Source: an optimization exercise on an open RTL-to-GDS flow (aim: small area and a short achievable clock period). Production flows keep margins and buffers that such runs may drop. RTL that was checked went through simulation tests only; none was proved equivalent to the original. Only the layout flow was run in runs 1 and 2; the RTL was not checked for function there. Power figures rest on the tool's default switching activity, not on a simulated workload.

$ cat flow/config.mk
export PLATFORM = sky130hd
export DESIGN_NAME = cdbus
export DESIGN_NICKNAME = cdbus
export VERILOG_FILES = /design/flow/design.v
export SDC_FILE = /design/flow/constraint.sdc
export NUM_CORES = 4
export LEC_CHECK = 0
export ABC_CLOCK_PERIOD_IN_PS = 2500
export CAP_MARGIN = 20
export CORE_MARGIN = 2
export CORE_UTILIZATION = 60
export SETUP_SLACK_MARGIN = 2.6
export SLEW_MARGIN = 20
$ cat flow/constraint.sdc
create_clock -name core_clock -period 5.0 [get_ports {clk}]
set_input_delay 1.0000 -clock core_clock [delete_from_list [all_inputs] [get_ports {clk}]]
set_output_delay 1.0000 -clock core_clock [all_outputs]
set_load 0.01 [all_outputs]
$ cat flow/design.v
package cd_pkg;
    localparam logic [3:0] CSR_DIV      = 4'd0;
    localparam logic [3:0] CSR_FILTER   = 4'd1;
    localparam logic [3:0] CSR_STATUS   = 4'd2;
    localparam logic [3:0] CSR_INT_MASK = 4'd3;
    localparam logic [3:0] CSR_TX_DATA  = 4'd4;
    localparam logic [3:0] CSR_TX_CTRL  = 4'd5;
    localparam logic [3:0] CSR_RX_DATA  = 4'd6;
    localparam logic [3:0] CSR_RX_CTRL  = 4'd7;
    localparam logic [3:0] CSR_RX_LEN   = 4'd8;
    localparam int STAT_RX_PENDING = 0;
    localparam int STAT_TX_PENDING = 1;
    localparam int STAT_RX_ERROR   = 2;    
    localparam int STAT_RX_LOST    = 3;
    localparam int STAT_BUS_IDLE   = 4;
    localparam int    IDLE_BITS = 12;      
    localparam int    MAX_FRAME = 64;
    localparam logic [15:0] DIV_RESET = 16'd15;
    localparam logic [15:0] CRC_INIT  = 16'hffff;
    localparam logic [7:0]  BROADCAST = 8'hff;
    localparam logic [1:0] TX_IDLE = 2'd0;
    localparam logic [1:0] TX_READ = 2'd1;
    localparam logic [1:0] TX_DATA = 2'd2;
    localparam logic [1:0] TX_CRC = 2'd3;
    localparam logic [1:0] SER_IDLE = 2'd0;
    localparam logic [1:0] SER_START = 2'd1;
    localparam logic [1:0] SER_DATA = 2'd2;
    localparam logic [1:0] SER_STOP = 2'd3;
    localparam logic [1:0] DES_IDLE = 2'd0;
    localparam logic [1:0] DES_START = 2'd1;
    localparam logic [1:0] DES_DATA = 2'd2;
    localparam logic [1:0] DES_STOP = 2'd3;
endpackage
import cd_pkg::*;
module cd_csr (
    input  logic       clk,
    input  logic       reset,
    input  logic [3:0] csr_address,
    input  logic       csr_read,
    input  logic       csr_write,
    input  logic [31:0]      csr_writedata,
    output logic [31:0]      csr_readdata,
    output logic       irq,
    output logic [15:0]       div,
    output logic [7:0]      filter,
    output logic       tx_wr_en,
    output logic       tx_start,
    input  logic       tx_done,
    input  logic       rx_frame_ok,
    input  logic [5:0]      rx_frame_len,
    input  logic       rx_frame_bad,
    input  logic       rx_frame_drop,
    output logic       rx_rd,
    input  logic [7:0]      rx_rd_byte,      
    output logic       rx_busy,
    input  logic       bus_idle,
    input  logic       bus_idle_n        
);
    logic [4:0] int_mask;
    logic       tx_pending;
    logic       rx_pending;
    logic       rx_error;
    logic       rx_lost;
    logic       rx_release;
    logic [5:0] rx_len;
    logic [15:0] readdata_q;
    logic        irq_q;
    logic [4:0] int_mask_n;
    logic       tx_pending_n;
    logic       rx_pending_n;
    logic       rx_error_n;
    logic       rx_lost_n;
    assign tx_wr_en   = csr_write && csr_address == CSR_TX_DATA && !tx_pending;
    assign tx_start   = csr_write && csr_address == CSR_TX_CTRL && csr_writedata[0] && !tx_pending;
    assign rx_release = csr_write && csr_address == CSR_RX_CTRL && csr_writedata[0];
    assign rx_rd      = csr_read && csr_address == CSR_RX_DATA;
    assign rx_busy    = rx_pending;
    assign irq        = irq_q;
    assign csr_readdata = {16'd0, readdata_q};
    always_comb begin
        int_mask_n   = int_mask;
        tx_pending_n = tx_pending;
        rx_pending_n = rx_pending;
        rx_error_n   = rx_error;
        rx_lost_n    = rx_lost;
        if (reset) begin
            int_mask_n   = '0;
            tx_pending_n = 1'b0;
            rx_pending_n = 1'b0;
            rx_error_n   = 1'b0;
            rx_lost_n    = 1'b0;
        end else begin
            if (csr_write && csr_address == CSR_INT_MASK) int_mask_n = csr_writedata[4:0];
            if (csr_write && csr_address == CSR_STATUS) begin
                if (csr_writedata[STAT_RX_ERROR]) rx_error_n = 1'b0;
                if (csr_writedata[STAT_RX_LOST]) rx_lost_n = 1'b0;
            end
            if (rx_frame_bad) rx_error_n = 1'b1;
            if (rx_frame_drop) rx_lost_n = 1'b1;
            if (tx_start) tx_pending_n = 1'b1;
            else if (tx_done) tx_pending_n = 1'b0;
            if (rx_frame_ok) rx_pending_n = 1'b1;
            else if (rx_release) rx_pending_n = 1'b0;
        end
    end
    always_ff @(posedge clk) begin
        int_mask   <= int_mask_n;
        tx_pending <= tx_pending_n;
        rx_pending <= rx_pending_n;
        rx_error   <= rx_error_n;
        rx_lost    <= rx_lost_n;
        irq_q      <= |({bus_idle_n, rx_lost_n, rx_error_n, tx_pending_n, rx_pending_n} & int_mask_n);
        if (reset) begin
            div    <= DIV_RESET;
            filter <= '0;
        end else begin
            if (csr_write && csr_address == CSR_DIV) div <= csr_writedata[15:0];
            if (csr_write && csr_address == CSR_FILTER) filter <= csr_writedata[7:0];
        end
        if (rx_frame_ok) rx_len <= rx_frame_len;      
    end
    always_ff @(posedge clk) begin
        if (csr_read) begin
            case (csr_address)
                CSR_DIV:      readdata_q <= div;
                CSR_FILTER:   readdata_q <= {8'd0, filter};
                CSR_STATUS:   readdata_q <= {11'd0, bus_idle, rx_lost, rx_error, tx_pending, rx_pending};
                CSR_INT_MASK: readdata_q <= {11'd0, int_mask};
                CSR_RX_DATA:  readdata_q <= {8'd0, rx_rd_byte};
                CSR_RX_LEN:   readdata_q <= {10'd0, rx_len};
                default:      readdata_q <= '0;
            endcase
        end
    end
endmodule
import cd_pkg::*;
module cd_tx_buf (
    input  logic       clk,
    input  logic       wr_en,
    input  logic [5:0] addr,
    input  logic [7:0] wr_data,
    output logic [7:0] rd_data
);
    logic [7:0] mem [MAX_FRAME];
    logic [7:0] part [4];
    always_ff @(posedge clk) begin
        if (wr_en) mem[addr] <= wr_data;
        for (int k = 0; k < 4; k++) part[k] <= mem[{2'(k), addr[3:0]}];
    end
    assign rd_data = part[addr[5:4]];
endmodule
module cd_rx_buf (
    input  logic       clk,
    input  logic       wr_en,
    input  logic [5:0] wr_addr,
    input  logic [7:0] wr_data,
    input  logic       pending,
    input  logic       rd,
    output logic [7:0] cur
);
    localparam int DEPTH = MAX_FRAME - 2;
    logic [7:0] mem [DEPTH];
    logic [7:0] part [4];        
    logic [5:0] q1;              
    logic [5:0] q2;              
    logic [7:0] nxt;
    assign nxt = part[q1[5:4]];
    always_ff @(posedge clk) begin
        if (wr_en && wr_addr < 6'(DEPTH)) mem[wr_addr] <= wr_data;
        if (!pending) begin
            cur <= mem[0];
            for (int k = 0; k < 4; k++) part[k] <= mem[16 * k + 1];
            q1  <= 6'd1;
            q2  <= 6'd2;
        end else if (rd) begin
            cur <= nxt;
            for (int k = 0; k < 4; k++) part[k] <= mem[{2'(k), q2[3:0]}];
            q1  <= q2;
            q2  <= q2 + 1'b1;
        end
    end
endmodule
import cd_pkg::*;
module cd_tx_bytes (
    input  logic  clk,
    input  logic  reset,
    input  logic  tx_wr_en,
    input  logic  tx_start,
    input  logic [7:0] ram_rd_data,
    output logic [5:0] ram_addr,
    output logic  tx_done,
    output logic [7:0] bytes_data,
    output logic  bytes_valid,
    output logic  bytes_last,
    output logic  bytes_crc,
    input  logic  bytes_ack,
    input  logic  crc_bit_en,
    input  logic  crc_bit
);
    logic [1:0] state;
    logic [5:0] pos;
    logic [5:0] len;
    logic [15:0] crc;
    logic      crc_hi;
    logic      last;
    assign ram_addr    = pos;
    assign bytes_valid = (state == TX_DATA) || (state == TX_CRC);
    assign bytes_crc   = (state == TX_CRC);
    assign bytes_data  = (state == TX_CRC) ? (crc_hi ? crc[15:8] : crc[7:0]) : ram_rd_data;
    assign bytes_last  = (state == TX_CRC) && crc_hi;
    assign last        = (pos + 1'b1 == len);
    always_ff @(posedge clk) begin
        if (tx_start) begin
            len <= pos;
            crc <= CRC_INIT;
        end else if (crc_bit_en) begin
            crc <= (crc >> 1) ^ ((crc[0] ^ crc_bit) ? 16'ha001 : 16'h0000);
        end
        if (reset) begin
            state   <= TX_IDLE;
            pos     <= '0;
            crc_hi  <= 1'b0;
            tx_done <= 1'b0;
        end else begin
            tx_done <= 1'b0;
            if (tx_wr_en) pos <= pos + 1'b1;
            case (state)
                TX_IDLE: if (tx_start) begin
                    pos    <= '0;
                    crc_hi <= 1'b0;
                    state  <= TX_READ;
                end
                TX_READ: state <= TX_DATA;   
                TX_DATA: if (bytes_ack) begin
                    pos   <= last ? 6'd0 : pos + 1'b1;
                    state <= last ? TX_CRC : TX_READ;
                end
                TX_CRC: if (bytes_ack) begin
                    crc_hi <= 1'b1;
                    if (crc_hi) begin
                        tx_done <= 1'b1;
                        state   <= TX_IDLE;
                    end
                end
                default: state <= TX_IDLE;
            endcase
        end
    end
endmodule
import cd_pkg::*;
module cd_tx_ser (
    input  logic clk,
    input  logic reset,
    input  logic [15:0] div,
    input  logic bus_idle,
    output logic tx,
    input  logic [7:0] bytes_data,
    input  logic  bytes_valid,
    input  logic  bytes_last,
    input  logic  bytes_crc,
    output logic  bytes_ack,
    output logic  crc_bit_en,    
    output logic  crc_bit
);
    logic [1:0] state, state_n;
    logic [15:0]       cnt;
    logic [2:0] bitn;
    logic [7:0]      shreg, shreg_n;
    logic       in_frame;    
    logic       bit_end;
    logic       load;
    logic       is_crc;      
    assign bit_end = (cnt == div);
    assign load = bytes_valid && ((state == SER_IDLE && (in_frame || bus_idle)) ||
                                  (state == SER_STOP && bit_end && in_frame));
    assign bytes_ack = load;
    assign crc_bit_en = state == SER_DATA && bit_end && !is_crc;
    assign crc_bit = shreg[0];
    always_comb begin
        state_n = state;
        shreg_n = shreg;
        if (reset) begin
            state_n = SER_IDLE;
        end else if (load) begin
            shreg_n = bytes_data;
            state_n = SER_START;
        end else begin
            case (state)
                SER_START: if (bit_end) state_n = SER_DATA;
                SER_DATA: if (bit_end) begin
                    shreg_n = shreg >> 1;     
                    if (bitn == 3'd7) state_n = SER_STOP;
                end
                SER_STOP: if (bit_end) state_n = SER_IDLE;
                default: ;
            endcase
        end
    end
    always_ff @(posedge clk) begin
        state <= state_n;
        shreg <= shreg_n;
        tx    <= (state_n == SER_START) ? 1'b0 : (state_n == SER_DATA) ? shreg_n[0] : 1'b1;
        if (reset) begin
            cnt      <= '0;
            bitn     <= '0;
            in_frame <= 1'b0;
        end else begin
            cnt <= (state == SER_IDLE || bit_end) ? '0 : cnt + 1'b1;
            if (load) begin
                in_frame <= !bytes_last;
                is_crc   <= bytes_crc;
            end else if (state == SER_DATA && bit_end) begin
                bitn <= bitn + 1'b1;
            end
        end
    end
endmodule
import cd_pkg::*;
module cd_rx_des (
    input  logic clk,
    input  logic reset,
    input  logic [15:0] div,
    input  logic rx,
    output logic [7:0] bytes_data,
    output logic  bytes_strobe,
    output logic  bytes_frame_end,
    output logic  bytes_bus_idle,
    output logic  bytes_bus_idle_n      
);
    logic [1:0] state;
    logic [1:0] rx_sync;
    logic       rxd;
    logic [15:0] cnt;        
    logic [3:0] bitn;        
    logic [7:0] shreg;
    logic       got_byte;    
    logic       at_end;      
    logic       idle_done;   
    assign rxd = rx_sync[1];
    assign bytes_data = shreg;
    assign at_end = (cnt == ((state == DES_START) ? (div >> 1) : div));
    assign idle_done = state == DES_IDLE && rxd && !bytes_bus_idle && at_end &&
                       bitn == 4'(IDLE_BITS - 1);
    always_comb begin
        bytes_bus_idle_n = bytes_bus_idle;
        if (reset || state != DES_IDLE || !rxd) bytes_bus_idle_n = 1'b0;
        else if (idle_done) bytes_bus_idle_n = 1'b1;
    end
    always_ff @(posedge clk) begin
        shreg          <= (state == DES_DATA && at_end) ? {rxd, shreg[7:1]} : shreg;
        bytes_bus_idle <= bytes_bus_idle_n;
        if (reset) begin
            rx_sync         <= 2'b11;
            state           <= DES_IDLE;
            cnt             <= '0;
            bitn            <= '0;
            got_byte        <= 1'b0;
            bytes_strobe    <= 1'b0;
            bytes_frame_end <= 1'b0;
        end else begin
            rx_sync         <= {rx_sync[0], rx};
            bytes_strobe    <= 1'b0;
            bytes_frame_end <= idle_done && got_byte;
            cnt             <= at_end ? '0 : cnt + 1'b1;
            case (state)
                DES_IDLE: begin
                    if (!rxd) begin
                        state <= DES_START;
                        cnt   <= '0;
                        bitn  <= '0;
                    end else if (bytes_bus_idle) begin
                        cnt   <= cnt;
                    end else if (at_end) begin
                        bitn  <= bitn + 1'b1;
                        if (bitn == 4'(IDLE_BITS - 1)) got_byte <= 1'b0;
                    end
                end
                DES_START: if (at_end) state <= rxd ? DES_IDLE : DES_DATA;      
                DES_DATA: if (at_end) begin
                    bitn <= bitn + 1'b1;
                    if (bitn[2:0] == 3'd7) state <= DES_STOP;
                end
                DES_STOP: begin
                    bitn <= '0;
                    if (at_end) begin
                        state        <= DES_IDLE;
                        bytes_strobe <= rxd;     
                        got_byte     <= got_byte | rxd;
                    end
                end
                default: state <= DES_IDLE;
            endcase
        end
    end
endmodule
import cd_pkg::*;
module cd_rx_bytes (
    input  logic  clk,
    input  logic  reset,
    input  logic [7:0] filter,
    input  logic  rx_busy,
    output logic  ram_wr_en,
    output logic [5:0] ram_wr_addr,
    output logic [7:0] ram_wr_data,
    output logic  rx_frame_ok,
    output logic [5:0] rx_frame_len,
    output logic  rx_frame_bad,
    output logic  rx_frame_drop,
    input  logic [7:0] bytes_data,
    input  logic  bytes_strobe,
    input  logic  bytes_frame_end,
    input  logic  bytes_bus_idle
);
    function automatic [15:0] crc16_step(input logic [15:0] crc, input logic [7:0] data);
        logic [15:0] c;
        c = crc ^ {8'h00, data};
        for (int i = 0; i < 8; i++) begin
            c = c[0] ? ((c >> 1) ^ 16'ha001) : (c >> 1);
        end
        crc16_step = c;
    endfunction
    logic [6:0] count;
    logic [15:0]       crc;
    logic [7:0]      len_field;
    logic       dest_ok;
    logic       skip;        
    logic       good;
    logic       good_q;      
    assign ram_wr_data = bytes_data;
    always_ff @(posedge clk) begin
        ram_wr_en   <= bytes_strobe && !rx_busy && (count < 7'(MAX_FRAME));
        ram_wr_addr <= count[5:0];
    end
    assign good = (crc == '0) && (count <= 7'(MAX_FRAME)) &&
                  ({2'b00, count} == {1'b0, len_field} + 9'd5);
    assign rx_frame_bad  = bytes_frame_end && !good_q;
    assign rx_frame_drop = bytes_frame_end && good_q && dest_ok && (skip || rx_busy);
    assign rx_frame_ok   = bytes_frame_end && good_q && dest_ok && !(skip || rx_busy);
    assign rx_frame_len  = 6'(count - 7'd2);     
    always_ff @(posedge clk) good_q <= good;
    always_ff @(posedge clk) begin
        if (reset || bytes_frame_end) begin
            count   <= '0;
            crc     <= CRC_INIT;
            dest_ok <= 1'b0;
            skip    <= 1'b0;
        end else if (bytes_strobe) begin
            crc  <= crc16_step(crc, bytes_data);
            skip <= skip | rx_busy;
            if (count != 7'h7f) count <= count + 1'b1;
            if (count == 7'd1) dest_ok <= (bytes_data == filter) || (bytes_data == BROADCAST);
            if (count == 7'd2) len_field <= bytes_data;
        end
    end
endmodule
import cd_pkg::*;
module cdbus (
    input  logic       clk,
    input  logic       reset,
    input  logic [3:0] csr_address,
    input  logic       csr_read,
    input  logic       csr_write,
    input  logic [31:0]      csr_writedata,
    output logic [31:0]      csr_readdata,
    output logic       irq,
    input  logic       rx,
    output logic       tx
);
    logic [7:0] tx_byte_data;
    logic  tx_byte_valid;
    logic  tx_byte_last;
    logic  tx_byte_crc;
    logic  tx_byte_ack;
    logic  tx_crc_bit_en;
    logic  tx_crc_bit;
    logic [7:0] rx_byte_data;
    logic  rx_byte_strobe;
    logic  rx_byte_frame_end;
    logic  rx_byte_bus_idle;
    logic  rx_byte_bus_idle_n;
    logic [15:0]  div;
    logic [7:0] filter;
    logic  tx_wr_en;
    logic  tx_start;
    logic  tx_done;
    logic [5:0] tx_addr;
    logic [7:0] tx_rd_data;
    logic  rx_rd;
    logic [7:0] rx_rd_byte;
    logic  rx_busy;
    logic  rx_wr_en;
    logic [5:0] rx_wr_addr;
    logic [7:0] rx_wr_data;
    logic  rx_frame_ok;
    logic [5:0] rx_frame_len;
    logic  rx_frame_bad;
    logic  rx_frame_drop;
    cd_csr csr0 (
        .clk, .reset, .csr_address, .csr_read, .csr_write, .csr_writedata,
        .csr_readdata, .irq, .div, .filter, .tx_wr_en, .tx_start,
        .tx_done, .rx_frame_ok, .rx_frame_len, .rx_frame_bad,
        .rx_frame_drop, .rx_rd, .rx_rd_byte, .rx_busy,
        .bus_idle(rx_byte_bus_idle), .bus_idle_n(rx_byte_bus_idle_n)
    );
    cd_tx_buf tx_buf0 (
        .clk, .wr_en(tx_wr_en), .addr(tx_addr), .wr_data(csr_writedata[7:0]),
        .rd_data(tx_rd_data)
    );
    cd_rx_buf rx_buf0 (
        .clk, .wr_en(rx_wr_en), .wr_addr(rx_wr_addr), .wr_data(rx_wr_data),
        .pending(rx_busy), .rd(rx_rd), .cur(rx_rd_byte)
    );
    cd_tx_bytes tx_bytes0 (
        .clk, .reset, .tx_wr_en, .tx_start, .ram_rd_data(tx_rd_data),
        .ram_addr(tx_addr), .tx_done, .bytes_data(tx_byte_data),
        .bytes_valid(tx_byte_valid), .bytes_last(tx_byte_last), .bytes_crc(tx_byte_crc),
        .bytes_ack(tx_byte_ack), .crc_bit_en(tx_crc_bit_en), .crc_bit(tx_crc_bit)
    );
    cd_tx_ser tx_ser0 (
        .clk, .reset, .div, .bus_idle(rx_byte_bus_idle), .tx, .bytes_data(tx_byte_data),
        .bytes_valid(tx_byte_valid), .bytes_last(tx_byte_last), .bytes_crc(tx_byte_crc),
        .bytes_ack(tx_byte_ack), .crc_bit_en(tx_crc_bit_en), .crc_bit(tx_crc_bit)
    );
    cd_rx_des rx_des0 (
        .clk, .reset, .div, .rx, .bytes_data(rx_byte_data), .bytes_strobe(rx_byte_strobe),
        .bytes_frame_end(rx_byte_frame_end), .bytes_bus_idle(rx_byte_bus_idle),
        .bytes_bus_idle_n(rx_byte_bus_idle_n)
    );
    cd_rx_bytes rx_bytes0 (
        .clk, .reset, .filter, .rx_busy, .ram_wr_en(rx_wr_en), .ram_wr_addr(rx_wr_addr),
        .ram_wr_data(rx_wr_data), .rx_frame_ok, .rx_frame_len, .rx_frame_bad,
        .rx_frame_drop, .bytes_data(rx_byte_data), .bytes_strobe(rx_byte_strobe),
        .bytes_frame_end(rx_byte_frame_end), .bytes_bus_idle(rx_byte_bus_idle)
    );
endmodule
$ cat flow/run.sh
#!/bin/bash
# synth_recipe.tcl (not shown) runs the flow's synth.tcl, then flattens the netlist and writes it again
# the make line also repeats each setting of config.mk as NAME=value (left out here)
make -C /OpenROAD-flow-scripts/flow DESIGN_CONFIG=/design/flow/config.mk WORK_HOME=/design/flow/orfs CLKGATE_MAP_FILE= SYNTH_SCRIPT=/design/flow/synth_recipe.tcl finish
==> flow_summary.ini, run 1 <==
[cts]
worstSkewPairLatency_ps = 720
clk_pin_slew_worst_paths_ps = 60
cts_tree = built
cts.path.max_buffers = 3
cts_root_buf = clkbuf_16
cts.sink_count = 1289
cts_buffers = 135
htreeDepth = 4

[placed_design]
port_buffers = 42
dp.cells = 4204
place_ws_ps = 1410
dp.final_hpwl_um = 74600
dpl_cell_area_mm2 = 0.0533
routabilityCongestion = 0.859

[sta]
slew_viol_final = 0
maxSlewHeadroom_pct = 32.3
fin_setup_tns_ps = 0
fin_crit_ps = 2550
setup_viol = 0
finalHoldViolCount = 0
finalCritPeriodShare_pct = 51.0
worstMarginPinSlew_ps = 1010
fmax_mhz = 392
skew_ps = 19.3
fin_ws_ps = 2450
rsz0062_at_grt = yes

[worst_setup_path]
required_ps = 5330
cp-endpoint = rx_buf0.mem[54][2]
worst_setup_path_end_kind = flop
critPathMaxFanout = 9
critical_path_class = flop to flop
worst_r2r_path_depth = 2
worstSetupStartpoint = rx_bytes0.ram_wr_addr[1]
rrSetupSlack_ps = 2450
crit_path_start_kind = flop
cp_data_arrival_time_ps = 2880
reg2reg_from = rx_bytes0.ram_wr_addr[1]
r2r_end = rx_buf0.mem[54][2]

[grt]
grt_pass1_vias = 28512
antenna_found_initial = 3
grt_usage_pct = 29.6
grt_max_degree = 68
globalRouteOverflowTotal = 0
grt_pass1_wl_um = 188000

[die]
dieArea_mm2 = 0.0873
io_pins = 75
core_area_mm2 = 0.0838
rows = 106
start_util_pct = 60.8
die_y_um = 295
die_x_um = 295

[hold_path]
hp-start = rx_des0.rx_sync[0]
worstHoldPathCells = 1
hp-class = flop to flop

[final_layout]
fin_cells = 4560
fill_cells = 5333
layout_commonest_cell = edfxtp_1
area_growth_pct = 17.3
design_area_mm2 = 0.0598
final_net_count = 3380
layout_common_cells = 1100 x edfxtp_1, 229 x nand2_1, 179 x mux4_2
drive_gt1_share_pct = 24.3
fin_util_pct = 71.3

[routing]
drt-pass1-iter-count = 6
final_antenna_net_count = 0
wire_per_inst_um = 28.3
wl_met3_um = 8680
drt_iter0_drc = 3166
wl_met1_um = 50900
vias = 28851
viasPerCell = 6.33
wl_met2_um = 64400
routed_wl_um = 129000
topRoutingLayerUsed = met5
drcViolationCount = 0

[logic_synthesis]
synth_top_family_by_area = multiplexers
avgSynthCellArea_um2 = 16.2
synth_fa_ha_area_share_pct = 0.368
yosys-mux-area-fraction_pct = 11.1
async_reset_ff_share_pct = 0
synth-seq-area-share_pct = 72.2
ys_types = 76
synthXorXnorAreaFrac_pct = 2.23
synthFlopType = edfxtp_1
synth_enable_flop_cells = 1100
yosys.area_share.simple_pct = 6.72
syn_area_mm2 = 0.0510
ys_warn_count = 9
syn_inst = 3145
synth_compound_area_share_pct = 5.56
ys_ff_latch = 1289

[pwr]
vdd_drop_max_v = 0.000332
p_leak_nw = 19.1
power_density_mw_per_mm2 = 361

[flow_run]
max_cap_violations = 0

[outcome]
status = complete, no violations
==> where the power goes <==
part	switching, mW	total [mW]	internal (mW)	leakage [nW]
Clock	3.99	9.66	5.67	2.08
Combinational	0.217	0.309	0.0922	5.55
Sequential	0.0202	11.6	11.6	11.5
==> synthesized netlist by cell type (8+ instances only) <==
master / n / area share [%]
dfxtp_1: 189 / 7.4
nand2_1: 241 / 1.8
inv_1: 16 / 0.12
a31oi_1: 20 / 0.25
nor4_1: 13 / 0.16
buf_2: 8 / 0.079
mux4_2: 179 / 7.9
nand3b_1: 12 / 0.18
xnor2_1: 69 / 1.2
nand4_1: 22 / 0.27
clkbuf_1: 135 / 0.99
ha_1: 15 / 0.37
nor2b_1: 18 / 0.22
xor2_1: 61 / 1.0
a21oi_1: 126 / 1.2
a22oi_1: 59 / 0.87
nand3_1: 73 / 0.72
a211oi_1: 12 / 0.18
buf_4: 16 / 0.24
a221oi_1: 40 / 0.69
a21o_1: 8 / 0.12
mux2i_1: 100 / 2.0
nor3_1: 25 / 0.25
mux2_2: 56 / 1.2
a22o_1: 35 / 0.60
buf_1: 32 / 0.24
edfxtp_1: 1100 / 65
a221o_1: 9 / 0.18
nor2_2: 10 / 0.12
and3_1: 16 / 0.20
and2_1: 19 / 0.23
nor2_1: 237 / 1.7
o21ai_0: 80 / 0.79
nand2b_1: 8 / 0.098
==> state kept, by name, indices dropped and copies added, names as in the netlist, 16 cells and up, named ones only <==
signal and cells:
tx_buf0.mem 512, rx_buf0.mem 496, rx_buf0.part 32, tx_buf0.part 32, csr0.div 16, csr0.readdata_q 16
rx_bytes0.crc 16, rx_des0.cnt 16, tx_bytes0.crc 16, tx_ser0.cnt 16
==> critical path: stages (launching register included) <==
cell and delay [ps]:
dfxtp_1 470, nand3b_1 760, nor2_1 920
==> cells by family (layout without fill, tap and decap cells) <==
logic type / after synthesis / count (layout)
flip-flops: 1289 / 1289
AND/OR/NAND/NOR: 736 / 740
AO/OA/AOI/OAI: 428 / 430
multiplexers: 335 / 335
buffers and inverters: 211 / 470
XOR/XNOR: 130 / 130
adder cells (fa/ha/maj): 15 / 15
other: 1 / 17
==> worst min-delay path by stage <==
stage and endpoint:
6_report rx_des0.rx_sync[1], 5_1_grt rx_des0.rx_sync[1], 4_1_cts rx_des0.rx_sync[1], 3_5_place_dp rx_des0.rx_sync[1], 3_3_place_gp rx_des0.rx_sync[1], 2_1_floorplan rx_bytes0.ram_wr_addr[3]
==> metrics by stage <==
stage          power (mW)  hold slack, ps
2_1_floorplan        12.0             329
3_3_place_gp         12.1             402
3_5_place_dp         12.1             402
4_1_cts              21.7             419
5_1_grt              22.1             432
6_report             21.6             415
==> layer usage <==
layer	GRT usage, %	vias to the layer above
met1	40.0	14805
met2	49.2	1213
met4	11.7	4
li1	-	12582
met3	4.40	247
met5	0	-
==> repair_timing <==
action / in CTS / in global routing
cloned: 13 / 6
hold buffers: 0 / 0
pin swaps: 17 / 32
resized for setup: 163 / 104
buffers inserted: 52 / 46
endpoints found under the setup margin: 874 / 683
==> cell type report <==
cell class | instances | area, um^2 | share of cell area [%]
diodes | 1 | 2.50 | 0.00419
clock buffers | 185 | 3750 | 6.28
clock inverters | 53 | 503 | 0.842
inverters | 16 | 63.8 | 0.107
multi-input cells | 1666 | 14600 | 24.5
flip-flops and latches | 1289 | 36900 | 61.7
well taps | 1134 | 1420 | 2.37
repair buffers | 216 | 2530 | 4.23
==> run 2, diff against run 1 <==
--- a/flow/design.v
+++ b/flow/design.v
@@ -52,4 +52,5 @@
     input  logic       rx_frame_drop,
     output logic       rx_rd,
+    output logic       rx_rd_clear,
     input  logic [7:0]      rx_rd_byte,      
     output logic       rx_busy,
@@ -75,4 +76,5 @@
     assign rx_release = csr_write && csr_address == CSR_RX_CTRL && csr_writedata[0];
     assign rx_rd      = csr_read && csr_address == CSR_RX_DATA;
+    assign rx_rd_clear = reset || rx_frame_ok || rx_release;
     assign rx_busy    = rx_pending;
     assign irq        = irq_q;
@@ -142,11 +144,19 @@
     output logic [7:0] rd_data
 );
-    logic [7:0] mem [MAX_FRAME];
-    logic [7:0] part [4];
+    logic [MAX_FRAME-1:0][7:0] mem;
+    logic [MAX_FRAME-1:0]      sel;
+    logic [7:0]                rd;
+    always_comb begin
+        rd = '0;
+        for (int i = 0; i < MAX_FRAME; i++) begin
+            sel[i] = (addr == 6'(i));
+            rd = rd | ({8{sel[i]}} & mem[i]);
+        end
+    end
     always_ff @(posedge clk) begin
-        if (wr_en) mem[addr] <= wr_data;
-        for (int k = 0; k < 4; k++) part[k] <= mem[{2'(k), addr[3:0]}];
+        for (int i = 0; i < MAX_FRAME; i++)
+            if (wr_en && sel[i]) mem[i] <= wr_data;
+        rd_data <= rd;
     end
-    assign rd_data = part[addr[5:4]];
 endmodule
 module cd_rx_buf (
@@ -155,27 +165,31 @@
     input  logic [5:0] wr_addr,
     input  logic [7:0] wr_data,
-    input  logic       pending,
-    input  logic       rd,
-    output logic [7:0] cur
+    input  logic       rd_clear,     
+    input  logic       rd_next,      
+    output logic [7:0] rd_data       
 );
     localparam int DEPTH = MAX_FRAME - 2;
-    logic [7:0] mem [DEPTH];
-    logic [7:0] part [4];        
-    logic [5:0] q1;              
-    logic [5:0] q2;              
-    logic [7:0] nxt;
-    assign nxt = part[q1[5:4]];
+    logic [DEPTH-1:0][7:0] mem;
+    logic [7:0] row;
+    logic [7:0] col;
+    always_comb begin
+        rd_data = '0;
+        for (int j = 0; j < 8; j++) begin
+            logic [7:0] r;
+            r = '0;
+            for (int k = 0; k < 8; k++)
+                if (8 * j + k < DEPTH) r = r | ({8{col[k]}} & mem[8 * j + k]);
+            rd_data = rd_data | ({8{row[j]}} & r);
+        end
+    end
     always_ff @(posedge clk) begin
-        if (wr_en && wr_addr < 6'(DEPTH)) mem[wr_addr] <= wr_data;
-        if (!pending) begin
-            cur <= mem[0];
-            for (int k = 0; k < 4; k++) part[k] <= mem[16 * k + 1];
-            q1  <= 6'd1;
-            q2  <= 6'd2;
-        end else if (rd) begin
-            cur <= nxt;
-            for (int k = 0; k < 4; k++) part[k] <= mem[{2'(k), q2[3:0]}];
-            q1  <= q2;
-            q2  <= q2 + 1'b1;
+        for (int i = 0; i < DEPTH; i++)
+            if (wr_en && wr_addr == 6'(i)) mem[i] <= wr_data;
+        if (rd_clear) begin
+            row <= 8'd1;
+            col <= 8'd1;
+        end else if (rd_next) begin
+            col <= {col[6:0], col[7]};
+            if (col[7]) row <= {row[6:0], row[7]};
         end
     end
@@ -487,4 +501,5 @@
     logic [7:0] tx_rd_data;
     logic  rx_rd;
+    logic  rx_rd_clear;
     logic [7:0] rx_rd_byte;
     logic  rx_busy;
@@ -500,5 +515,5 @@
         .csr_readdata, .irq, .div, .filter, .tx_wr_en, .tx_start,
         .tx_done, .rx_frame_ok, .rx_frame_len, .rx_frame_bad,
-        .rx_frame_drop, .rx_rd, .rx_rd_byte, .rx_busy,
+        .rx_frame_drop, .rx_rd, .rx_rd_clear, .rx_rd_byte, .rx_busy,
         .bus_idle(rx_byte_bus_idle), .bus_idle_n(rx_byte_bus_idle_n)
     );
@@ -509,5 +524,5 @@
     cd_rx_buf rx_buf0 (
         .clk, .wr_en(rx_wr_en), .wr_addr(rx_wr_addr), .wr_data(rx_wr_data),
-        .pending(rx_busy), .rd(rx_rd), .cur(rx_rd_byte)
+        .rd_clear(rx_rd_clear), .rd_next(rx_rd), .rd_data(rx_rd_byte)
     );
     cd_tx_bytes tx_bytes0 (
==> flow_summary.ini, run 2 <==
[cts]
htreeDepth = 3
clk_pin_slew_worst_paths_ps = 60
cts_buffers = 119
worstSkewPairLatency_ps = 700
cts_tree = built
cts_root_buf = clkbuf_16
cts.path.max_buffers = 3
cts.sink_count = 1229

[pwr]
p_clk_share_pct = 43.2
p_seq_share_pct = 55.0
p_leak_nw = 19.7
switchingPower_mw = 4.11
vdd_drop_max_v = 0.000354
power_density_mw_per_mm2 = 343
switching_share_pct = 20.4
cell_internal_pwr_mw = 16.0
p_comb_share_pct = 1.9

[die]
die_y_um = 284
core_area_mm2 = 0.0775
die_x_um = 284
start_util_pct = 60.7
io_pins = 75
dieArea_mm2 = 0.0806
rows = 102

[final_layout]
final_net_count = 3504
layout_common_cells = 1060 x edfxtp_1, 264 x a22oi_1, 233 x buf_4
fill_cells = 4555
drive_gt1_share_pct = 26.3
area_growth_pct = 24.8
reg_top3 = tx_buf0.mem x512, rx_buf0.mem x496
multi_input_area_mm2 = 0.0138
regArea_mm2 = 0.0353
largest-register = tx_buf0.mem
largest_reg_flops = 512
layout_commonest_cell = edfxtp_1

[logic_synthesis]
synth-seq-area-share_pct = 74.9
async_reset_ff_share_pct = 0
synthTopCellsByArea = edfxtp_1 68%, dfxtp_1 7.2%, a22oi_1 4.5%
syn_inst = 3066
synth_enable_flop_cells = 1060
avgSynthCellArea_um2 = 15.3
syn_area_mm2 = 0.0470
synth_top_cell_by_area = edfxtp_1
synth_most_common_cell = edfxtp_1
ys_ff_latch = 1229
ys_warn_count = 7
synthFlopType = edfxtp_1
ys_types = 77
synth_common_cells = 1060 x edfxtp_1, 281 x a22oi_1, 223 x nor2_1, 169 x dfxtp_1, 165 x nand2_1
yosys.area.top_type_share_pct = 67.7

[sta]
slew_viol_final = 0
skew_ps = 29.8
holdWs_ps = 413
fmax_mhz = 340
fin_setup_tns_ps = 0
worstMarginPinSlew_ps = 1170
finalCritPeriodShare_pct = 58.9
finalHoldViolCount = 0
setup_viol = 0
rsz0062_at_grt = yes
fin_crit_ps = 2940
maxSlewHeadroom_pct = 21.9

[routing]
viasPerCell = 6.93
vias = 31816
final_antenna_net_count = 0
drcViolationCount = 0
drt_iter0_drc = 4888
drt-pass1-iter-count = 6
wire_per_inst_um = 33.7
routed_wl_um = 155000

[worst_setup_path]
critPathMaxFanout = 8
cp_data_arrival_time_ps = 3500
worst_setup_path_end_kind = flop
required_ps = 5550
crit_path_start_kind = flop
critical_path_class = flop to flop

[grt]
grt_usage_pct = 37.8
grt_pass1_vias = 30574
grt_max_degree = 68
globalRouteOverflowTotal = 0
antenna_found_initial = 4
grt_pass1_wl_um = 217000

[outcome]
status = complete, no violations

[placed_design]
routabilityCongestion = 0.982
dp.final_hpwl_um = 90500
port_buffers = 42

[hold_path]
hp-class = flop to flop

[flow_run]
max_cap_violations = 0
-- run 2: changes by cell type in the layout (fill, tap and decap cells not counted), moves of 62 or more --
| cell | previous run | this run |
|---|---|---|
| a21oi_1 | 126 | 54 |
| a22o_1 | 35 | 114 |
| a22oi_1 | 59 | 264 |
| buf_4 | 100 | 233 |
| mux4_2 | 179 | 4 |
| nand2_1 | 229 | 151 |
| nand4_1 | 22 | 109 |
| nor3_4 | 4 | 66 |
-- run 2: worst max-delay path, stage by stage, from the launching register on --
cell,delay (ps)
dfxtp_4,370
buf_6,130
ha_4,210
nand2_2,100
buf_12,160
nor2_4,100
a22o_1,270
a221oi_4,560
nand4_1,340
or4_4,550
-- run 2: worst paths after layout --
| check | start | endpoint | slack (ps) | cells past startpoint |
|---|---|---|---|---|
| worst max-delay path | tx_bytes0.pos[1] | tx_buf0.rd_data[3] | 2060 | 9 |
| worst min-delay path | rx_des0.rx_sync[0] | rx_des0.rx_sync[1] | 410 | 1 |
| worst max register to register | tx_bytes0.pos[1] | tx_buf0.rd_data[3] | 2060 | 9 |
| worst min register to register | rx_des0.rx_sync[0] | rx_des0.rx_sync[1] | 410 | 1 |
-- run 2: cell type report --
class                           count  share of cell area, %
Clock inverter                     63                  0.804
Timing Repair Buffer              399                   7.36
Multi-Input combinational cell   1667                   23.5
Sequential cell                  1229                   60.2
Antenna cell                        1                0.00427
Tap cell                         1040                   2.22
Inverter                           30                  0.211
Clock buffer                      161                   5.65
-- run 2: power groups by stage --
stage / clock network, mW / logic, mW / registers [mW]
final: 8.69 / 0.376 / 11.1
after global routing: 9.14 / 0.389 / 11.1
after detailed placement: 0 / 0.294 / 11.3
after floorplan: 0 / 0.137 / 11.3
after CTS: 8.72 / 0.346 / 11.1
after global placement: 0 / 0.287 / 11.3
-- run 2: kinds of logic (layout without fill, tap and decap cells) --
logic type      after synthesis  in the layout  share of synthesized area [%]
fa+ha+maj                    17             17                          0.453
other cells                   1             17                        0.00798
compound gates              693            693                           11.4
xor+xnor                    120            120                           2.29
simple gates                756            762                           7.81
buf+inv                     191            653                           1.75
flops                      1229           1229                           74.9
mux                          59             59                           1.37
-- run 2: repair_timing --
| action | 4_1_cts | 5_1_grt |
|---|---|---|
| endpoints found under the setup margin | 672 | 385 |
| pin swaps | 127 | 79 |
| setup buffers | 215 | 37 |
| hold endpoints to repair | 0 | 0 |
| hold buffers | 0 | 0 |
| gates cloned | 13 | 2 |
| gates resized for setup | 394 | 141 |
-- run 2: per-stage QoR --
| step | utilization [%] | instance area, um^2 | total power [mW] | std cells | worst slack [ps] |
|---|---|---|---|---|---|
| 6_report | 75.7 | 58700 | 20.1 | 4590 | 2060 |
| 5_1_grt | 75.7 | 58600 | 20.6 | 4589 | 2170 |
| 4_1_cts | 74.5 | 57700 | 20.1 | 4550 | 2330 |
| 3_5_place_dp | 64.0 | 49600 | 11.6 | 4098 | 924 |
| 3_3_place_gp | 64.0 | 49600 | 11.6 | 4097 | 913 |
| 2_1_floorplan | - | 48000 | 11.4 | 3081 | 2170 |
-- run 2: routing by layer --
layer	share of wire, %	vias to the layer above	track usage, %
met5	0.016	-	0
met4	8.0	4	23.4
met3	11	631	8.26
met2	46	2305	58.3
met1	35	15810	49.2
li1	-	13066	-
==> run 3, diff against run 2 <==
--- a/flow/design.v
+++ b/flow/design.v
@@ -140,21 +140,24 @@
     input  logic       clk,
     input  logic       wr_en,
-    input  logic [5:0] addr,
+    input  logic [7:0] row,
+    input  logic [7:0] col,
     input  logic [7:0] wr_data,
     output logic [7:0] rd_data
 );
     logic [MAX_FRAME-1:0][7:0] mem;
-    logic [MAX_FRAME-1:0]      sel;
     logic [7:0]                rd;
     always_comb begin
         rd = '0;
-        for (int i = 0; i < MAX_FRAME; i++) begin
-            sel[i] = (addr == 6'(i));
-            rd = rd | ({8{sel[i]}} & mem[i]);
+        for (int j = 0; j < 8; j++) begin
+            logic [7:0] r;
+            r = '0;
+            for (int k = 0; k < 8; k++) r = r | ({8{col[k]}} & mem[8 * j + k]);
+            rd = rd | ({8{row[j]}} & r);
         end
     end
     always_ff @(posedge clk) begin
-        for (int i = 0; i < MAX_FRAME; i++)
-            if (wr_en && sel[i]) mem[i] <= wr_data;
+        for (int j = 0; j < 8; j++)
+            for (int k = 0; k < 8; k++)
+                if (wr_en && row[j] && col[k]) mem[8 * j + k] <= wr_data;
         rd_data <= rd;
     end
@@ -162,6 +165,6 @@
 module cd_rx_buf (
     input  logic       clk,
-    input  logic       wr_en,
-    input  logic [5:0] wr_addr,
+    input  logic [7:0] wr_row,       
+    input  logic [7:0] wr_col,       
     input  logic [7:0] wr_data,
     input  logic       rd_clear,     
@@ -185,5 +188,5 @@
     always_ff @(posedge clk) begin
         for (int i = 0; i < DEPTH; i++)
-            if (wr_en && wr_addr == 6'(i)) mem[i] <= wr_data;
+            if (wr_row[i / 8] && wr_col[i % 8]) mem[i] <= wr_data;
         if (rd_clear) begin
             row <= 8'd1;
@@ -202,5 +205,6 @@
     input  logic  tx_start,
     input  logic [7:0] ram_rd_data,
-    output logic [5:0] ram_addr,
+    output logic [7:0] ram_row,      
+    output logic [7:0] ram_col,      
     output logic  tx_done,
     output logic [7:0] bytes_data,
@@ -218,5 +222,4 @@
     logic      crc_hi;
     logic      last;
-    assign ram_addr    = pos;
     assign bytes_valid = (state == TX_DATA) || (state == TX_CRC);
     assign bytes_crc   = (state == TX_CRC);
@@ -231,4 +234,11 @@
             crc <= (crc >> 1) ^ ((crc[0] ^ crc_bit) ? 16'ha001 : 16'h0000);
         end
+        if (reset || tx_start || (state == TX_DATA && bytes_ack && last)) begin
+            ram_row <= 8'd1;
+            ram_col <= 8'd1;
+        end else if (tx_wr_en || (state == TX_DATA && bytes_ack)) begin
+            ram_col <= {ram_col[6:0], ram_col[7]};
+            if (ram_col[7]) ram_row <= {ram_row[6:0], ram_row[7]};
+        end
         if (reset) begin
             state   <= TX_IDLE;
@@ -353,5 +363,5 @@
     assign rxd = rx_sync[1];
     assign bytes_data = shreg;
-    assign at_end = (cnt == ((state == DES_START) ? (div >> 1) : div));
+    assign at_end = (state == DES_START) ? (cnt == (div >> 1)) : (cnt == div);
     assign idle_done = state == DES_IDLE && rxd && !bytes_bus_idle && at_end &&
                        bitn == 4'(IDLE_BITS - 1);
@@ -414,6 +424,6 @@
     input  logic [7:0] filter,
     input  logic  rx_busy,
-    output logic  ram_wr_en,
-    output logic [5:0] ram_wr_addr,
+    output logic [7:0] ram_wr_row,   
+    output logic [7:0] ram_wr_col,   
     output logic [7:0] ram_wr_data,
     output logic  rx_frame_ok,
@@ -443,6 +453,8 @@
     assign ram_wr_data = bytes_data;
     always_ff @(posedge clk) begin
-        ram_wr_en   <= bytes_strobe && !rx_busy && (count < 7'(MAX_FRAME));
-        ram_wr_addr <= count[5:0];
+        for (int j = 0; j < 8; j++)
+            ram_wr_row[j] <= bytes_strobe && !rx_busy && count < 7'(MAX_FRAME - 2) &&
+                             count[5:3] == 3'(j);
+        for (int k = 0; k < 8; k++) ram_wr_col[k] <= count[2:0] == 3'(k);
     end
     assign good = (crc == '0) && (count <= 7'(MAX_FRAME)) &&
@@ -498,5 +510,6 @@
     logic  tx_start;
     logic  tx_done;
-    logic [5:0] tx_addr;
+    logic [7:0] tx_row;
+    logic [7:0] tx_col;
     logic [7:0] tx_rd_data;
     logic  rx_rd;
@@ -504,6 +517,6 @@
     logic [7:0] rx_rd_byte;
     logic  rx_busy;
-    logic  rx_wr_en;
-    logic [5:0] rx_wr_addr;
+    logic [7:0] rx_wr_row;
+    logic [7:0] rx_wr_col;
     logic [7:0] rx_wr_data;
     logic  rx_frame_ok;
@@ -519,14 +532,14 @@
     );
     cd_tx_buf tx_buf0 (
-        .clk, .wr_en(tx_wr_en), .addr(tx_addr), .wr_data(csr_writedata[7:0]),
+        .clk, .wr_en(tx_wr_en), .row(tx_row), .col(tx_col), .wr_data(csr_writedata[7:0]),
         .rd_data(tx_rd_data)
     );
     cd_rx_buf rx_buf0 (
-        .clk, .wr_en(rx_wr_en), .wr_addr(rx_wr_addr), .wr_data(rx_wr_data),
+        .clk, .wr_row(rx_wr_row), .wr_col(rx_wr_col), .wr_data(rx_wr_data),
         .rd_clear(rx_rd_clear), .rd_next(rx_rd), .rd_data(rx_rd_byte)
     );
     cd_tx_bytes tx_bytes0 (
         .clk, .reset, .tx_wr_en, .tx_start, .ram_rd_data(tx_rd_data),
-        .ram_addr(tx_addr), .tx_done, .bytes_data(tx_byte_data),
+        .ram_row(tx_row), .ram_col(tx_col), .tx_done, .bytes_data(tx_byte_data),
         .bytes_valid(tx_byte_valid), .bytes_last(tx_byte_last), .bytes_crc(tx_byte_crc),
         .bytes_ack(tx_byte_ack), .crc_bit_en(tx_crc_bit_en), .crc_bit(tx_crc_bit)
@@ -543,5 +556,5 @@
     );
     cd_rx_bytes rx_bytes0 (
-        .clk, .reset, .filter, .rx_busy, .ram_wr_en(rx_wr_en), .ram_wr_addr(rx_wr_addr),
+        .clk, .reset, .filter, .rx_busy, .ram_wr_row(rx_wr_row), .ram_wr_col(rx_wr_col),
         .ram_wr_data(rx_wr_data), .rx_frame_ok, .rx_frame_len, .rx_frame_bad,
         .rx_frame_drop, .bytes_data(rx_byte_data), .bytes_strobe(rx_byte_strobe),
==> flow/flow/run.sh (new file) <==
#!/bin/bash
# The standard layout, with the port buffers made from a plain buffer
# (buf_4) rather than the default delay buffer, so that paths from the
# inputs and to the outputs are not slowed by the port buffers.
set -euo pipefail
export BUFFER_PORTS_ARGS="-buffer_cell sky130_fd_sc_hd__buf_4"
bash standard.sh > standard.log 2>&1
==> flow/standard.sh (new file) <==
#!/bin/bash
# synth_recipe.tcl (not shown) runs the flow's synth.tcl, then flattens the netlist and writes it again
# the make line also repeats each setting of config.mk as NAME=value (left out here)
make -C /OpenROAD-flow-scripts/flow DESIGN_CONFIG=/design/flow/config.mk WORK_HOME=/design/flow/orfs CLKGATE_MAP_FILE= SYNTH_SCRIPT=/design/flow/synth_recipe.tcl "${@:-finish}"
--- a/flow/config.mk
+++ b/flow/config.mk
@@ -10,4 +10,7 @@
 export CORE_MARGIN = 2
 export CORE_UTILIZATION = 60
-export SETUP_SLACK_MARGIN = 2.6
+export CTS_BUF_LIST = sky130_fd_sc_hd__clkbuf_16
+export CTS_CLUSTER_DIAMETER = 100
+export CTS_CLUSTER_SIZE = 25
+export SETUP_SLACK_MARGIN = 2.55
 export SLEW_MARGIN = 20
removed: flow/run.sh
==> flow_summary.ini, run 3 <==
[routing]
viasPerCell = 6.57
wire_per_inst_um = 28.2
wl_met2_um = 60400
drcViolationCount = 0
wl_met1_um = 49000
vias = 28295
topRoutingLayerUsed = met4
drt-pass1-iter-count = 6
wl_met3_um = 7190
drt_iter0_drc = 3161
routed_wl_um = 122000
final_antenna_net_count = 0

[logic_synthesis]
ys_warn_count = 7
ys_ff_latch = 1254
synth_most_common_cell = edfxtp_1
synthFlopType = edfxtp_1
async_reset_ff_share_pct = 0
syn_area_mm2 = 0.0480
synth-seq-area-share_pct = 74.4
synth_top_cell_by_area = edfxtp_1
synth_enable_flop_cells = 1060
yosys.area.top_type_share_pct = 66.3
ys_types = 80
synth_common_cells = 1060 x edfxtp_1, 575 x a22oi_1, 194 x dfxtp_1, 166 x clkbuf_1, 160 x nand2_1
synthTopCellsByArea = edfxtp_1 66%, a22oi_1 9.0%, dfxtp_1 8.1%
syn_inst = 3202
avgSynthCellArea_um2 = 15.0

[placed_design]
routabilityCongestion = 0.831
dp.final_hpwl_um = 69800
port_buffers = 42
dpl_cell_area_mm2 = 0.0494

[worst_setup_path]
crit_path_start_kind = flop
critical_path_class = flop to flop
timing.critical_path.buf_inv = 2
critPathMaxFanout = 7
cp_data_arrival_time_ps = 3000
critPathSlowestCell = dfxtp_4
required_ps = 5420
worst_setup_path_end_kind = flop
crit_top_cell = nand4_1
cpPeakStageDelay_ps = 460
cp_top_family = compound AO/OA/AOI/OAI gates
cp_cell_sequence = buf_16 -> a22oi_1 -> nand4_1 -> a22oi_2 -> nand4_1 -> a222oi_1 -> inv_1

[sta]
finalHoldViolCount = 0
holdWs_ps = 458
setup_viol = 0
finalCritPeriodShare_pct = 51.8
fin_setup_tns_ps = 0
slew_viol_final = 0
skew_ps = 30.8
fmax_mhz = 386
worstMarginPinSlew_ps = 1070
rsz0062_at_grt = yes
maxSlewHeadroom_pct = 28.3
fin_crit_ps = 2590

[pwr]
power_density_mw_per_mm2 = 320
vdd_drop_max_v = 0.000341
p_leak_nw = 16.7

[die]
io_pins = 75
start_util_pct = 60.7
die_x_um = 287
rows = 103
die_y_um = 287
dieArea_mm2 = 0.0823
core_area_mm2 = 0.0791

[cts]
postCtsHoldBufs = 0
cts.sink_count = 1254
cts_tree = built
cts_root_buf = clkbuf_16
worstSkewPairLatency_ps = 670
htreeDepth = 2
clk_pin_slew_worst_paths_ps = 110
cts.path.max_buffers = 3
cts_buffers = 56

[final_layout]
design_area_mm2 = 0.0525
reg_top3 = tx_buf0.mem x512, rx_buf0.mem x496
fill_cells = 5620
layout_common_cells = 1060 x edfxtp_1, 541 x a22oi_1, 164 x dfxtp_1
final_net_count = 3268
largest-register = tx_buf0.mem
area_growth_pct = 9.25
drive_gt1_share_pct = 12.1
fin_util_pct = 66.3
layout_commonest_cell = edfxtp_1
largest_reg_flops = 512

[grt]
antenna_found_initial = 0
grt_max_degree = 83
grt_pass1_vias = 27521
grt_usage_pct = 29.0
globalRouteOverflowTotal = 0
grt_pass1_wl_um = 178000

[outcome]
status = complete, no violations

[flow_run]
max_cap_violations = 0

[hold_path]
hp-class = flop to flop
==> run 3: cell count changes in the layout (fill, tap and decap cells not counted), sizes merged, moves of 25 or more <==
cell    previous run  this run
and2              14        81
a221oi           131         0
nor3              82        21
and3              17        81
buf              364       153
a22o             129         1
a22oi            281       575
clkbuf           163        63
clkinv            51         0
inv               34        73
nor2             223       118
dfxtp            169       194
nand4            109       153
==> run 3: cells by family (layout without fill, tap and decap cells) <==
group,count (synthesis),count (layout),share of synthesized area [%]
other,1,17,0.00781
multiplexers,57,57,1.20
buffers and inverters,255,292,2.23
flip-flops,1254,1254,74.4
AO/OA/AOI/OAI,760,760,11.5
XOR/XNOR,110,110,2.03
adder cells (fa/ha/maj),17,17,0.443
AND/OR/NAND/NOR,748,751,8.25
==> run 3: cell type report <==
| class | count | area, um^2 | area share [%] |
|---|---|---|---|
| inverter | 26 | 97.6 | 0.186 |
| clock buffer | 57 | 1430 | 2.72 |
| sequential | 1254 | 35800 | 68.2 |
| multi-input combinational | 1711 | 11800 | 22.6 |
| timing repair buffer | 161 | 1790 | 3.41 |
| clock inverter | 48 | 213 | 0.405 |
| antenna | 1 | 2.50 | 0.00477 |
| tap | 1050 | 1310 | 2.50 |
==> run 3: timing repair <==
action                                  4_1_cts  5_1_grt
pin swaps                                    13       28
setup buffers                                37       25
cloned                                        6        7
resized for setup                            80       62
endpoints found under the setup margin      596       86
==> run 3: worst paths after layout <==
kind	startpoint	endpoint	slack, ps	depth (start not counted)
max	rx_buf0.col[6]	csr0.readdata_q[6]	2410	7
min	rx_des0.rx_sync[0]	rx_des0.rx_sync[1]	460	1
max reg2reg	rx_buf0.col[6]	csr0.readdata_q[6]	2410	7
min reg2reg	rx_des0.rx_sync[0]	rx_des0.rx_sync[1]	460	1
==> run 3: report_power, final <==
group | switching [mW] | leakage (nW) | internal, mW | total [mW]
Sequential | 0.0229 | 11.1 | 11.2 | 11.3
Combinational | 0.212 | 4.62 | 0.0863 | 0.299
Clock | 3.11 | 0.959 | 2.10 | 5.21
Total | 3.35 | 16.7 | 13.4 | 16.8
==> run 3: metal layers <==
layer	up-vias	GRT usage, %
li1	12593	-
met1	14444	39.1
met2	1057	48.9
met3	201	3.44
met4	0	11.2
met5	-	0
==> run 3: worst reg2reg max path, delay by kind of cell, from the launching register on <==
kind	cells	cell delay (ps)
AO/OA/AOI/OAI	3	920
flip-flops	1	460
AND/OR/NAND/NOR	2	690
buffers and inverters	2	270
==> run 3: metrics by stage <==
step	power (mW)	std cells	setup WS, ps
after floorplan	11.6	3217	2430
after global placement	11.8	4127	1590
after detailed placement	11.8	4127	1490
after CTS	16.8	4275	2520
after global routing	17.3	4307	2410
final	16.8	4308	2410
==> run 4, diff against run 3 <==
==> flow/run.sh (new file) <==
#!/bin/bash
# synth_recipe.tcl (not shown) runs the flow's synth.tcl, then flattens the netlist and writes it again
# the make line also repeats each setting of config.mk as NAME=value (left out here)
make -C /OpenROAD-flow-scripts/flow DESIGN_CONFIG=/design/flow/config.mk WORK_HOME=/design/flow/orfs CLKGATE_MAP_FILE= SYNTH_SCRIPT=/design/flow/synth_recipe.tcl finish
removed: flow/flow/run.sh
removed: flow/standard.sh
==> flow_summary.ini, run 4 <==
[sta]
setup_viol = 0
slew_viol_final = 0
fin_setup_tns_ps = 0
holdWs_ps = 442
skew_ps = 25.3
finalCritPeriodShare_pct = 49.7
finalHoldViolCount = 0
maxSlewHeadroom_pct = 26.3
fmax_mhz = 403
fin_crit_ps = 2480
worstMarginPinSlew_ps = 1110
rsz0062_at_grt = yes

[worst_setup_path]
cp_top_family = compound AO/OA/AOI/OAI gates
critPathSlowestCell = dfxtp_2
cp_cell_sequence = buf_4 -> a22oi_1 -> nand4_1 -> a22oi_1 -> nand4_1
worst_r2r_path_depth = 5
critPathMaxFanout = 43
cp-endpoint = tx_buf0.rd_data[4]
cp_data_arrival_time_ps = 2920
rrSetupSlack_ps = 2520
reg2reg_from = tx_bytes0.ram_col[4]
crit_path_start_kind = flop
cpPeakStageDelay_ps = 640
r2r_end = tx_buf0.rd_data[4]
required_ps = 5440
timing.critical_path.buf_inv = 1
cp_num_cells = 5
critical_path_class = flop to flop
worst_setup_path_end_kind = flop
worstSetupStartpoint = tx_bytes0.ram_col[4]

[routing]
vias = 28393
final_antenna_net_count = 0
wire_per_inst_um = 28.4
routed_wl_um = 122000
drt_iter0_drc = 3147
drt-pass1-iter-count = 7
viasPerCell = 6.60
drcViolationCount = 0

[logic_synthesis]
synthFlopType = edfxtp_1
async_reset_ff_share_pct = 0
synth-seq-area-share_pct = 74.4
ys_types = 80
synth_common_cells = 1060 x edfxtp_1, 575 x a22oi_1, 194 x dfxtp_1, 166 x clkbuf_1, 160 x nand2_1
ys_warn_count = 7
synth_top_cell_by_area = edfxtp_1
synthTopCellsByArea = edfxtp_1 66%, a22oi_1 9.0%, dfxtp_1 8.1%
ys_ff_latch = 1254
syn_inst = 3202
synth_most_common_cell = edfxtp_1
synth_enable_flop_cells = 1060
yosys.area.top_type_share_pct = 66.3
syn_area_mm2 = 0.0480
avgSynthCellArea_um2 = 15.0

[pwr]
power_density_mw_per_mm2 = 321
p_leak_nw = 16.6
finalPower_mw = 16.8
vdd_drop_max_v = 0.000301

[outcome]
status = complete, no violations

[grt]
grt_pass1_wl_um = 177000
grt_pass1_vias = 27497
grt_max_degree = 68
grt_usage_pct = 28.8
antenna_found_initial = 0
globalRouteOverflowTotal = 0

[final_layout]
largest_reg_flops = 512
reg_top3 = tx_buf0.mem x512, rx_buf0.mem x496
fill_cells = 5551
final_net_count = 3265
drive_gt1_share_pct = 11.9
layout_commonest_cell = edfxtp_1
diodes = 0
area_growth_pct = 9.07
largest-register = tx_buf0.mem
layout_common_cells = 1060 x edfxtp_1, 543 x a22oi_1, 162 x dfxtp_1
design_area_mm2 = 0.0524

[flow_run]
max_cap_violations = 0

[placed_design]
port_buffers = 42
dpl_cell_area_mm2 = 0.0495
routabilityCongestion = 0.860
dp.final_hpwl_um = 71600

[cts]
postCtsHoldBufs = 0
cts_root_buf = clkbuf_16
cts_buffers = 56
clk_pin_slew_worst_paths_ps = 100
cts.path.max_buffers = 3
cts_tree = built
htreeDepth = 2
cts.sink_count = 1254
worstSkewPairLatency_ps = 660

[die]
die_y_um = 287
rows = 103
die_x_um = 287
dieArea_mm2 = 0.0823
start_util_pct = 60.7
io_pins = 75
core_area_mm2 = 0.0791

[hold_path]
worstHoldPathCells = 1
hp-class = flop to flop
## run 4: cell counts after synthesis
No cell type changed its count.
## run 4: layout make-up
cell class	instances	area (um^2)	area share [%]
Tap cell	1050	1310	2.51
Inverter	26	103	0.196
Clock buffer	58	1450	2.77
Timing Repair Buffer	160	1620	3.09
Multi-Input combinational cell	1709	11900	22.7
Clock inverter	48	210	0.401
Sequential cell	1254	35800	68.3
## run 4: worst min path at each step
| stage | start | end | slack [ps] |
|---|---|---|---|
| 2_1_floorplan | rx_des0.rx_sync[0] | rx_des0.rx_sync[1] | 390 |
| 4_1_cts | rx_des0.rx_sync[0] | rx_des0.rx_sync[1] | 450 |
| 3_3_place_gp | rx_des0.rx_sync[0] | rx_des0.rx_sync[1] | 430 |
| 5_1_grt | rx_des0.rx_sync[0] | rx_des0.rx_sync[1] | 440 |
| 6_report | rx_des0.rx_sync[0] | rx_des0.rx_sync[1] | 440 |
| 3_5_place_dp | rx_des0.rx_sync[0] | rx_des0.rx_sync[1] | 430 |
## run 4: logic make-up (layout without fill, tap and decap cells)
group | count (synthesis) | count (layout) | share of synthesized area [%]
flip-flops | 1254 | 1254 | 74.4
AO/OA/AOI/OAI | 760 | 760 | 11.5
AND/OR/NAND/NOR | 748 | 749 | 8.25
buffers and inverters | 255 | 292 | 2.23
XOR/XNOR | 110 | 110 | 2.03
multiplexers | 57 | 57 | 1.20
adder cells (fa/ha/maj) | 17 | 17 | 0.443
other | 1 | 16 | 0.00781
## run 4: stage by stage
step                      setup slack (ps)  util (%)  cells
final                                 2520      66.2   4305
after detailed placement              1170      62.5   4133
after floorplan                       2430         -   3217
after CTS                             2510      65.4   4276
after global routing                  2490      66.2   4305
after global placement                1290      62.5   4133
## run 4: report_power, final
group	switching (mW)	internal (mW)	leakage [nW]
logic	0.228	0.0909	4.53
registers	0.0247	11.2	11.1
clock network	3.09	2.13	0.973
## run 4: routing by layer
layer  vias to the layer above  GRT usage (%)  share of wire, %
met2                      1149           48.8                49
met5                         -              0                 0
met4                         0           10.4               4.2
met3                       208           2.96               6.0
li1                      12568              -                 -
met1                     14468           39.1                40
## run 4: what timing repair did
action / 4_1_cts / 5_1_grt
setup endpoints to repair: 676 / 192
resized for setup: 97 / 97
pin swaps: 13 / 33
gates cloned: 1 / 8
buffers inserted: 36 / 21

-- port drivers added, routing unchanged --
How much do the figures lean on ideal ports? The routed layouts below were timed once more, with nothing changed but the port constraints.
Step 1 assumes that a clkbuf_16 drives the clock port and a buf_2 every other input.
Step 2, shift: input delay + t, output delay - t, t = (earliest + latest rising clock arrival at the registers) / 2. This alone moves slack from input paths to output paths.
Slacks: ideal ports / drivers / drivers and shift; pairs: ideal ports / drivers.
run | t, ns | setup slack, ns | worst setup path after step 2 | slew at the worst register clock pin (ns)
run 1 | 0.776 | 2.449 / 2.449 / 1.894 | input to register | 0.06 / 0.06
run 2 | 0.762 | 2.055 / 2.055 / 1.829 | input to register | 0.07 / 0.07
run 3 | 0.723 | 2.412 / 2.412 / 1.946 | input to register | 0.11 / 0.11
run 4 | 0.716 | 2.517 / 2.517 / 1.879 | input to register | 0.11 / 0.11
After both steps every run listed still meets setup and hold. The setup slack of run 4, which loses most, moves by 0.000 ns with the drivers and by -0.638 ns with both steps.
